This design comes from an exercise in tuning for small area, a short achievable clock period and few clock cycles per item on the open sky130 flow, not from production work. In this exercise RTL edits were held to simulation tests only and were not proved equivalent to the original.

==> inputs of branch delta <==
## aes256_cbc_dec
module aes256_cbc_dec (
    input  logic                     clk,
    input  logic                     resetn,
    input  logic                     in_req_i,
    input  aes_data_pkg::aes_block_t in_data_i,
    output logic                     in_ack_o,
    output logic                     out_req_o,
    output aes_data_pkg::aes_block_t out_data_o,
    input  logic                     out_ack_i
);
    logic       word_valid;
    aes_data_pkg::aes_block_t word_data;
    logic       word_take;
    logic       plain_valid;
    aes_data_pkg::aes_block_t plain_data;
    logic       out_full;
    aes_load_port aes_load_port_inst (
        .clk          (clk),
        .resetn       (resetn),
        .in_req_i     (in_req_i),
        .in_data_i    (in_data_i),
        .in_ack_o     (in_ack_o),
        .word_valid_o (word_valid),
        .word_o       (word_data),
        .word_take_i  (word_take)
    );
    aes_dec_core aes_dec_core_inst (
        .clk           (clk),
        .resetn        (resetn),
        .word_valid_i  (word_valid),
        .word_i        (word_data),
        .word_take_o   (word_take),
        .plain_valid_o (plain_valid),
        .plain_o       (plain_data),
        .out_full_i    (out_full)
    );
    aes_plain_port aes_plain_port_inst (
        .clk           (clk),
        .resetn        (resetn),
        .plain_valid_i (plain_valid),
        .plain_i       (plain_data),
        .full_o        (out_full),
        .out_req_o     (out_req_o),
        .out_data_o    (out_data_o),
        .out_ack_i     (out_ack_i)
    );
endmodule
Settings: LEC_CHECK=0, CAP_MARGIN=20, CORE_MARGIN=2, CORE_UTILIZATION=40, SLEW_MARGIN=20; clock period 10.0 ns.
run.sh (not shown) runs the stock make flow with config.mk's settings and CLKGATE_MAP_FILE= SYNTH_SCRIPT=/design/flow/synth_recipe.tcl, a recipe that flattens the netlist after the stock synthesis.
==> branch maple (differences from branch delta) <==
--- a/flow/design.v
+++ b/flow/design.v
@@ -39,35 +39,20 @@
         p[2] = (a[2] & b[0]) ^ (a[1] & b[1]) ^ (a[0] & b[2]);
         p[3] = (a[3] & b[0]) ^ (a[2] & b[1]) ^ (a[1] & b[2]) ^ (a[0] & b[3]);
         p[4] = (a[3] & b[1]) ^ (a[2] & b[2]) ^ (a[1] & b[3]);
         p[5] = (a[3] & b[2]) ^ (a[2] & b[3]);
         p[6] = a[3] & b[3];
         gf16_mul = {p[3] ^ p[6], p[2] ^ p[5] ^ p[6], p[1] ^ p[4] ^ p[5], p[0] ^ p[4]};
     endfunction
     function automatic logic [3:0] gf16_inv(input logic [3:0] a);
-        case (a)
-            4'd0: gf16_inv = 4'd0;
-            4'd1: gf16_inv = 4'd1;
-            4'd2: gf16_inv = 4'd9;
-            4'd3: gf16_inv = 4'd14;
-            4'd4: gf16_inv = 4'd13;
-            4'd5: gf16_inv = 4'd11;
-            4'd6: gf16_inv = 4'd7;
-            4'd7: gf16_inv = 4'd6;
-            4'd8: gf16_inv = 4'd15;
-            4'd9: gf16_inv = 4'd2;
-            4'd10: gf16_inv = 4'd12;
-            4'd11: gf16_inv = 4'd5;
-            4'd12: gf16_inv = 4'd10;
-            4'd13: gf16_inv = 4'd4;
-            4'd14: gf16_inv = 4'd3;
-            4'd15: gf16_inv = 4'd8;
-            default: gf16_inv = 4'd0;
-        endcase
+        gf16_inv[0] = (a[0]) ^ (a[1]) ^ (a[2]) ^ (a[0] & a[2]) ^ (a[1] & a[2]) ^ (a[0] & a[1] & a[2]) ^ (a[3]) ^ (a[1] & a[2] & a[3]);
+        gf16_inv[1] = (a[0] & a[1]) ^ (a[0] & a[2]) ^ (a[1] & a[2]) ^ (a[3]) ^ (a[1] & a[3]) ^ (a[0] & a[1] & a[3]);
+        gf16_inv[2] = (a[0] & a[1]) ^ (a[2]) ^ (a[0] & a[2]) ^ (a[3]) ^ (a[0] & a[3]) ^ (a[0] & a[2] & a[3]);
+        gf16_inv[3] = (a[1]) ^ (a[2]) ^ (a[3]) ^ (a[0] & a[3]) ^ (a[1] & a[3]) ^ (a[2] & a[3]) ^ (a[1] & a[2] & a[3]);
     endfunction
     function automatic logic [7:0] tw_inv(input logic [7:0] t);
         logic [3:0] a1;
         logic [3:0] a0;
         logic [3:0] d;
         logic [3:0] di;
         a1 = t[7:4];
         a0 = t[3:0];
@@ -202,17 +187,18 @@
 module aes_dec_core (
     input  logic                     clk,
     input  logic                     resetn,
     input  logic                     word_valid_i,
     input  aes_data_pkg::aes_block_t word_i,
     output logic                     word_take_o,
     output logic                     plain_valid_o,
     output aes_data_pkg::aes_block_t plain_o,
-    input  logic                     out_full_i
+    input  logic                     out_full_i,
+    input  logic                     out_full_next_i
 );
     aes_ctrl_pkg::load_state_t load_state;
     logic [3:0] key_cnt;
     aes_data_pkg::aes_block_t round_keys [15];
     aes_data_pkg::aes_block_t prev_cipher;
     aes_data_pkg::aes_block_t x0_q, z0_q, x1_q, z1_q;
     logic [191:0]             y0_q, y1_q;
     aes_data_pkg::aes_block_t c_x0_q, c_y0_q, c_z0_q, c_x1_q, c_y1_q, c_z1_q;
@@ -220,22 +206,19 @@
     logic [3:0] r_x0_q, r_y0_q, r_z0_q, r_x1_q, r_y1_q, r_z1_q;
     aes_data_pkg::aes_block_t key_u0, key_u1;
     logic [191:0]             s1_out0, s1_out1;
     aes_data_pkg::aes_block_t s2_out0, s2_out1;
     aes_data_pkg::aes_block_t s3_out0, s3_out1;
     aes_data_pkg::aes_block_t entry_state;
     logic stall;
     logic loop0, leave0, loop1, done1;
+    logic done1_next;
     logic enter;
-    assign done1  = v_z1_q && (r_z1_q == 4'd0);
-    assign stall  = done1 && out_full_i;
-    assign loop0  = v_z0_q && (r_z0_q != aes_ctrl_pkg::U0_LAST);
-    assign leave0 = v_z0_q && (r_z0_q == aes_ctrl_pkg::U0_LAST);
-    assign loop1  = v_z1_q && (r_z1_q != 4'd0);
+    assign done1_next = stall ? done1 : (v_y1_q && (r_y1_q == 4'd0));
     assign enter       = (load_state == aes_ctrl_pkg::CIPHER) && word_valid_i && !loop0 && !stall;
     assign word_take_o = ((load_state != aes_ctrl_pkg::CIPHER) && word_valid_i) || enter;
     assign plain_valid_o = done1 && !out_full_i;
     assign plain_o       = z1_q ^ c_z1_q;
     always_comb begin
         case (r_y0_q)
             4'd13:   key_u0 = round_keys[13];
             4'd12:   key_u0 = round_keys[12];
@@ -273,33 +256,43 @@
             v_y1_q     <= 1'b0;
             v_z1_q     <= 1'b0;
             r_x0_q     <= 4'd0;
             r_y0_q     <= 4'd0;
             r_z0_q     <= 4'd0;
             r_x1_q     <= 4'd0;
             r_y1_q     <= 4'd0;
             r_z1_q     <= 4'd0;
+            stall      <= 1'b0;
+            loop0      <= 1'b0;
+            leave0     <= 1'b0;
+            loop1      <= 1'b0;
+            done1      <= 1'b0;
         end else begin
+            stall <= done1_next && out_full_next_i;
             if (word_valid_i) begin
                 case (load_state)
                     aes_ctrl_pkg::LOAD_KEYS: begin
                         if (key_cnt == 4'd14) begin
                             load_state <= aes_ctrl_pkg::LOAD_IV;
                         end else begin
                             key_cnt <= key_cnt + 4'd1;
                         end
                     end
                     aes_ctrl_pkg::LOAD_IV: begin
                         load_state <= aes_ctrl_pkg::CIPHER;
                     end
                     default: ;
                 endcase
             end
             if (!stall) begin
+                loop0  <= v_y0_q && (r_y0_q != aes_ctrl_pkg::U0_LAST);
+                leave0 <= v_y0_q && (r_y0_q == aes_ctrl_pkg::U0_LAST);
+                loop1  <= v_y1_q && (r_y1_q != 4'd0);
+                done1  <= v_y1_q && (r_y1_q == 4'd0);
                 v_y0_q <= v_x0_q;
                 r_y0_q <= r_x0_q;
                 v_z0_q <= v_y0_q;
                 r_z0_q <= r_y0_q;
                 v_y1_q <= v_x1_q;
                 r_y1_q <= r_x1_q;
                 v_z1_q <= v_y1_q;
                 r_z1_q <= r_y1_q;
@@ -307,23 +300,23 @@
                 r_x0_q <= loop0 ? r_z0_q - 4'd1 : aes_ctrl_pkg::U0_FIRST;
                 v_x1_q <= leave0 || loop1;
                 r_x1_q <= leave0 ? aes_ctrl_pkg::U1_FIRST : r_z1_q - 4'd1;
             end
         end
     end
     for (genvar k = 0; k < 15; k++) begin : g_key
         always_ff @(posedge clk) begin
-            if (word_valid_i && load_state == aes_ctrl_pkg::LOAD_KEYS && key_cnt == k) begin
+            if (load_state == aes_ctrl_pkg::LOAD_KEYS && key_cnt == k) begin
                 round_keys[k] <= word_i;
             end
         end
     end
     always_ff @(posedge clk) begin
-        if ((word_valid_i && load_state == aes_ctrl_pkg::LOAD_IV) || enter) begin
+        if (load_state == aes_ctrl_pkg::LOAD_IV || enter) begin
             prev_cipher <= word_i;
         end
         if (!stall) begin
             y0_q   <= s1_out0;
             c_y0_q <= c_x0_q;
             z0_q   <= s2_out0;
             c_z0_q <= c_y0_q;
             y1_q   <= s1_out1;
@@ -338,20 +331,22 @@
     end
 endmodule
 module aes_plain_port (
     input  logic                     clk,
     input  logic                     resetn,
     input  logic                     plain_valid_i,
     input  aes_data_pkg::aes_block_t plain_i,
     output logic                     full_o,
+    output logic                     full_next_o,
     output logic                     out_req_o,
     output aes_data_pkg::aes_block_t out_data_o,
     input  logic                     out_ack_i
 );
+    assign full_next_o = (out_req_o && out_ack_i) ? 1'b0 : (full_o || plain_valid_i);
     always_ff @(posedge clk or negedge resetn) begin
         if (!resetn) begin
             out_req_o <= 1'b0;
             full_o    <= 1'b0;
         end else begin
             if (out_req_o) begin
                 if (out_ack_i) begin
                     out_req_o <= 1'b0;
@@ -384,16 +379,17 @@
     input  logic                     out_ack_i
 );
     logic       word_valid;
     aes_data_pkg::aes_block_t word_data;
     logic       word_take;
     logic       plain_valid;
     aes_data_pkg::aes_block_t plain_data;
     logic       out_full;
+    logic       out_full_next;
     aes_load_port aes_load_port_inst (
         .clk          (clk),
         .resetn       (resetn),
         .in_req_i     (in_req_i),
         .in_data_i    (in_data_i),
         .in_ack_o     (in_ack_o),
         .word_valid_o (word_valid),
         .word_o       (word_data),
@@ -402,21 +398,23 @@
     aes_dec_core aes_dec_core_inst (
         .clk           (clk),
         .resetn        (resetn),
         .word_valid_i  (word_valid),
         .word_i        (word_data),
         .word_take_o   (word_take),
         .plain_valid_o (plain_valid),
         .plain_o       (plain_data),
-        .out_full_i    (out_full)
+        .out_full_i    (out_full),
+        .out_full_next_i (out_full_next)
     );
     aes_plain_port aes_plain_port_inst (
         .clk           (clk),
         .resetn        (resetn),
         .plain_valid_i (plain_valid),
         .plain_i       (plain_data),
         .full_o        (out_full),
+        .full_next_o   (out_full_next),
         .out_req_o     (out_req_o),
         .out_data_o    (out_data_o),
         .out_ack_i     (out_ack_i)
     );
 endmodule
==> flow/flow/run.sh (new file) <==
#!/bin/bash
# The standard layout, unchanged except that timing repair (after CTS and
# after global routing) aims for a setup margin of 6.6 ns at the design's
# 10 ns clock, i.e. it keeps optimising paths longer than 3.4 ns. The clock,
# constraints, synthesis, floorplan, power grid and port buffering are the
# standard flow's. The make output goes to standard_flow.log here; ORFS keeps
# each step's own log under orfs/logs/.
set -euo pipefail
cd "$(dirname "$0")/.."
bash standard.sh SETUP_SLACK_MARGIN=6.6 finish > standard_flow.log 2>&1
==> flow/standard.sh (new file) <==
#!/bin/bash
# synth_recipe.tcl (not shown) runs the flow's synth.tcl, then flattens the netlist and writes it again
# the make line also repeats each setting of config.mk as NAME=value (left out here)
make -C /OpenROAD-flow-scripts/flow DESIGN_CONFIG=/design/flow/config.mk WORK_HOME=/design/flow/orfs CLKGATE_MAP_FILE= SYNTH_SCRIPT=/design/flow/synth_recipe.tcl "${@:-finish}"
- CTS_CLUSTER_DIAMETER: not set -> 80
- CTS_CLUSTER_SIZE: not set -> 28
removed: flow/run.sh
==> branch lagoon (differences from branch delta) <==
--- a/flow/design.v
+++ b/flow/design.v
@@ -39,35 +39,20 @@
         p[2] = (a[2] & b[0]) ^ (a[1] & b[1]) ^ (a[0] & b[2]);
         p[3] = (a[3] & b[0]) ^ (a[2] & b[1]) ^ (a[1] & b[2]) ^ (a[0] & b[3]);
         p[4] = (a[3] & b[1]) ^ (a[2] & b[2]) ^ (a[1] & b[3]);
         p[5] = (a[3] & b[2]) ^ (a[2] & b[3]);
         p[6] = a[3] & b[3];
         gf16_mul = {p[3] ^ p[6], p[2] ^ p[5] ^ p[6], p[1] ^ p[4] ^ p[5], p[0] ^ p[4]};
     endfunction
     function automatic logic [3:0] gf16_inv(input logic [3:0] a);
-        case (a)
-            4'd0: gf16_inv = 4'd0;
-            4'd1: gf16_inv = 4'd1;
-            4'd2: gf16_inv = 4'd9;
-            4'd3: gf16_inv = 4'd14;
-            4'd4: gf16_inv = 4'd13;
-            4'd5: gf16_inv = 4'd11;
-            4'd6: gf16_inv = 4'd7;
-            4'd7: gf16_inv = 4'd6;
-            4'd8: gf16_inv = 4'd15;
-            4'd9: gf16_inv = 4'd2;
-            4'd10: gf16_inv = 4'd12;
-            4'd11: gf16_inv = 4'd5;
-            4'd12: gf16_inv = 4'd10;
-            4'd13: gf16_inv = 4'd4;
-            4'd14: gf16_inv = 4'd3;
-            4'd15: gf16_inv = 4'd8;
-            default: gf16_inv = 4'd0;
-        endcase
+        gf16_inv[0] = (a[0]) ^ (a[1]) ^ (a[2]) ^ (a[0] & a[2]) ^ (a[1] & a[2]) ^ (a[0] & a[1] & a[2]) ^ (a[3]) ^ (a[1] & a[2] & a[3]);
+        gf16_inv[1] = (a[0] & a[1]) ^ (a[0] & a[2]) ^ (a[1] & a[2]) ^ (a[3]) ^ (a[1] & a[3]) ^ (a[0] & a[1] & a[3]);
+        gf16_inv[2] = (a[0] & a[1]) ^ (a[2]) ^ (a[0] & a[2]) ^ (a[3]) ^ (a[0] & a[3]) ^ (a[0] & a[2] & a[3]);
+        gf16_inv[3] = (a[1]) ^ (a[2]) ^ (a[3]) ^ (a[0] & a[3]) ^ (a[1] & a[3]) ^ (a[2] & a[3]) ^ (a[1] & a[2] & a[3]);
     endfunction
     function automatic logic [7:0] tw_inv(input logic [7:0] t);
         logic [3:0] a1;
         logic [3:0] a0;
         logic [3:0] d;
         logic [3:0] di;
         a1 = t[7:4];
         a0 = t[3:0];
@@ -202,17 +187,18 @@
 module aes_dec_core (
     input  logic                     clk,
     input  logic                     resetn,
     input  logic                     word_valid_i,
     input  aes_data_pkg::aes_block_t word_i,
     output logic                     word_take_o,
     output logic                     plain_valid_o,
     output aes_data_pkg::aes_block_t plain_o,
-    input  logic                     out_full_i
+    input  logic                     out_full_i,
+    input  logic                     out_full_next_i
 );
     aes_ctrl_pkg::load_state_t load_state;
     logic [3:0] key_cnt;
     aes_data_pkg::aes_block_t round_keys [15];
     aes_data_pkg::aes_block_t prev_cipher;
     aes_data_pkg::aes_block_t x0_q, z0_q, x1_q, z1_q;
     logic [191:0]             y0_q, y1_q;
     aes_data_pkg::aes_block_t c_x0_q, c_y0_q, c_z0_q, c_x1_q, c_y1_q, c_z1_q;
@@ -220,22 +206,19 @@
     logic [3:0] r_x0_q, r_y0_q, r_z0_q, r_x1_q, r_y1_q, r_z1_q;
     aes_data_pkg::aes_block_t key_u0, key_u1;
     logic [191:0]             s1_out0, s1_out1;
     aes_data_pkg::aes_block_t s2_out0, s2_out1;
     aes_data_pkg::aes_block_t s3_out0, s3_out1;
     aes_data_pkg::aes_block_t entry_state;
     logic stall;
     logic loop0, leave0, loop1, done1;
+    logic done1_next;
     logic enter;
-    assign done1  = v_z1_q && (r_z1_q == 4'd0);
-    assign stall  = done1 && out_full_i;
-    assign loop0  = v_z0_q && (r_z0_q != aes_ctrl_pkg::U0_LAST);
-    assign leave0 = v_z0_q && (r_z0_q == aes_ctrl_pkg::U0_LAST);
-    assign loop1  = v_z1_q && (r_z1_q != 4'd0);
+    assign done1_next = stall ? done1 : (v_y1_q && (r_y1_q == 4'd0));
     assign enter       = (load_state == aes_ctrl_pkg::CIPHER) && word_valid_i && !loop0 && !stall;
     assign word_take_o = ((load_state != aes_ctrl_pkg::CIPHER) && word_valid_i) || enter;
     assign plain_valid_o = done1 && !out_full_i;
     assign plain_o       = z1_q ^ c_z1_q;
     always_comb begin
         case (r_y0_q)
             4'd13:   key_u0 = round_keys[13];
             4'd12:   key_u0 = round_keys[12];
@@ -273,33 +256,43 @@
             v_y1_q     <= 1'b0;
             v_z1_q     <= 1'b0;
             r_x0_q     <= 4'd0;
             r_y0_q     <= 4'd0;
             r_z0_q     <= 4'd0;
             r_x1_q     <= 4'd0;
             r_y1_q     <= 4'd0;
             r_z1_q     <= 4'd0;
+            stall      <= 1'b0;
+            loop0      <= 1'b0;
+            leave0     <= 1'b0;
+            loop1      <= 1'b0;
+            done1      <= 1'b0;
         end else begin
+            stall <= done1_next && out_full_next_i;
             if (word_valid_i) begin
                 case (load_state)
                     aes_ctrl_pkg::LOAD_KEYS: begin
                         if (key_cnt == 4'd14) begin
                             load_state <= aes_ctrl_pkg::LOAD_IV;
                         end else begin
                             key_cnt <= key_cnt + 4'd1;
                         end
                     end
                     aes_ctrl_pkg::LOAD_IV: begin
                         load_state <= aes_ctrl_pkg::CIPHER;
                     end
                     default: ;
                 endcase
             end
             if (!stall) begin
+                loop0  <= v_y0_q && (r_y0_q != aes_ctrl_pkg::U0_LAST);
+                leave0 <= v_y0_q && (r_y0_q == aes_ctrl_pkg::U0_LAST);
+                loop1  <= v_y1_q && (r_y1_q != 4'd0);
+                done1  <= v_y1_q && (r_y1_q == 4'd0);
                 v_y0_q <= v_x0_q;
                 r_y0_q <= r_x0_q;
                 v_z0_q <= v_y0_q;
                 r_z0_q <= r_y0_q;
                 v_y1_q <= v_x1_q;
                 r_y1_q <= r_x1_q;
                 v_z1_q <= v_y1_q;
                 r_z1_q <= r_y1_q;
@@ -338,20 +331,22 @@
     end
 endmodule
 module aes_plain_port (
     input  logic                     clk,
     input  logic                     resetn,
     input  logic                     plain_valid_i,
     input  aes_data_pkg::aes_block_t plain_i,
     output logic                     full_o,
+    output logic                     full_next_o,
     output logic                     out_req_o,
     output aes_data_pkg::aes_block_t out_data_o,
     input  logic                     out_ack_i
 );
+    assign full_next_o = (out_req_o && out_ack_i) ? 1'b0 : (full_o || plain_valid_i);
     always_ff @(posedge clk or negedge resetn) begin
         if (!resetn) begin
             out_req_o <= 1'b0;
             full_o    <= 1'b0;
         end else begin
             if (out_req_o) begin
                 if (out_ack_i) begin
                     out_req_o <= 1'b0;
@@ -384,16 +379,17 @@
     input  logic                     out_ack_i
 );
     logic       word_valid;
     aes_data_pkg::aes_block_t word_data;
     logic       word_take;
     logic       plain_valid;
     aes_data_pkg::aes_block_t plain_data;
     logic       out_full;
+    logic       out_full_next;
     aes_load_port aes_load_port_inst (
         .clk          (clk),
         .resetn       (resetn),
         .in_req_i     (in_req_i),
         .in_data_i    (in_data_i),
         .in_ack_o     (in_ack_o),
         .word_valid_o (word_valid),
         .word_o       (word_data),
@@ -402,21 +398,23 @@
     aes_dec_core aes_dec_core_inst (
         .clk           (clk),
         .resetn        (resetn),
         .word_valid_i  (word_valid),
         .word_i        (word_data),
         .word_take_o   (word_take),
         .plain_valid_o (plain_valid),
         .plain_o       (plain_data),
-        .out_full_i    (out_full)
+        .out_full_i    (out_full),
+        .out_full_next_i (out_full_next)
     );
     aes_plain_port aes_plain_port_inst (
         .clk           (clk),
         .resetn        (resetn),
         .plain_valid_i (plain_valid),
         .plain_i       (plain_data),
         .full_o        (out_full),
+        .full_next_o   (out_full_next),
         .out_req_o     (out_req_o),
         .out_data_o    (out_data_o),
         .out_ack_i     (out_ack_i)
     );
 endmodule
==> flow/flow/run.sh (new file) <==
#!/bin/bash
# The standard layout, unchanged except that timing repair (after CTS and
# after global routing) aims for a setup margin of 6.35 ns at the design's
# 10 ns clock, i.e. it keeps optimising paths longer than 3.65 ns. The clock,
# constraints, synthesis, floorplan, power grid and port buffering are the
# standard flow's. The make output goes to standard_flow.log here; ORFS keeps
# each step's own log under orfs/logs/.
set -euo pipefail
cd "$(dirname "$0")/.."
bash standard.sh SETUP_SLACK_MARGIN=6.35 finish > standard_flow.log 2>&1
==> flow/standard.sh (new file) <==
#!/bin/bash
# synth_recipe.tcl (not shown) runs the flow's synth.tcl, then flattens the netlist and writes it again
# the make line also repeats each setting of config.mk as NAME=value (left out here)
make -C /OpenROAD-flow-scripts/flow DESIGN_CONFIG=/design/flow/config.mk WORK_HOME=/design/flow/orfs CLKGATE_MAP_FILE= SYNTH_SCRIPT=/design/flow/synth_recipe.tcl "${@:-finish}"
- CTS_CLUSTER_DIAMETER: not set -> 80
- CTS_CLUSTER_SIZE: not set -> 28
removed: flow/run.sh
==> comparison table <==
quantity	branch lagoon	branch maple	branch delta
Status	timing/DRC/antenna clean	timing/DRC/antenna clean	timing/DRC/antenna clean
Multiplexer fraction of the synthesized cell area	0.0303	0.0345	0.0283
Share of synthesized flip-flops with an asynchronous set or reset	0.0108	0.0108	0.00973
Post-Syn Area per Cell	13.6 um^2	13.5 um^2	12.8 um^2
Diodes inserted	18	23	20
Global-route wire length before repair	781000 um	804000 um	813000 um
Maximum number of pins on one net before global-route repair	185	183	154
Met2 track utilization from global routing	0.346	0.349	0.333
Final clock period utilization by the worst path	0.366	0.364	0.479
Starting density of the core	0.402	0.402	0.401
Dpl hpwl	377000 um	380000 um	386000 um
Routing usage on met1	0.321	0.326	0.322
Beginning of the worst register-to-register path	aes_dec_core_inst.z1_q[46]	aes_dec_core_inst.key_cnt[2]	aes_dec_core_inst.r_z1_q[0]
Testbench counts of branch delta, summed over its fixed seeds: cycles 3,048, items 320.
Testbench counts of branch maple, summed over its fixed seeds: cycles 3,048, items 320.
Testbench counts of branch lagoon, summed over its fixed seeds: cycles 3,048, items 320.

## re-timing with driven ports
No port has a modelled driver above. Below, the same layouts with a new extraction and two added sets of constraints. Step 1, drivers: a clkbuf_16 drives clk and a buf_2 each remaining input, both assumed. Step 2 adds t to the input delays and takes it off the output delays; t is the mean of the earliest and latest rising clock arrival at the registers after step 1. Input paths then give back, and output paths get back, about the clock's delay inside the block. a / b / c = ideal / step 1 / step 2; a / b = the first two.
run | t (ns) | setup WS [ns] | worst register clock-pin slew, ns
branch delta | 1.138 | 5.206 / 5.287 / 4.163 | 0.07 / 0.07
branch maple | 1.082 | 6.360 / 6.240 / 5.626 | 0.12 / 0.12
branch lagoon | 1.083 | 6.340 / 6.241 / 5.159 | 0.11 / 0.11
After both steps every run listed still meets setup and hold. The setup slack of branch lagoon, which loses most, moves by -0.099 ns with the drivers and by -1.181 ns with both steps.
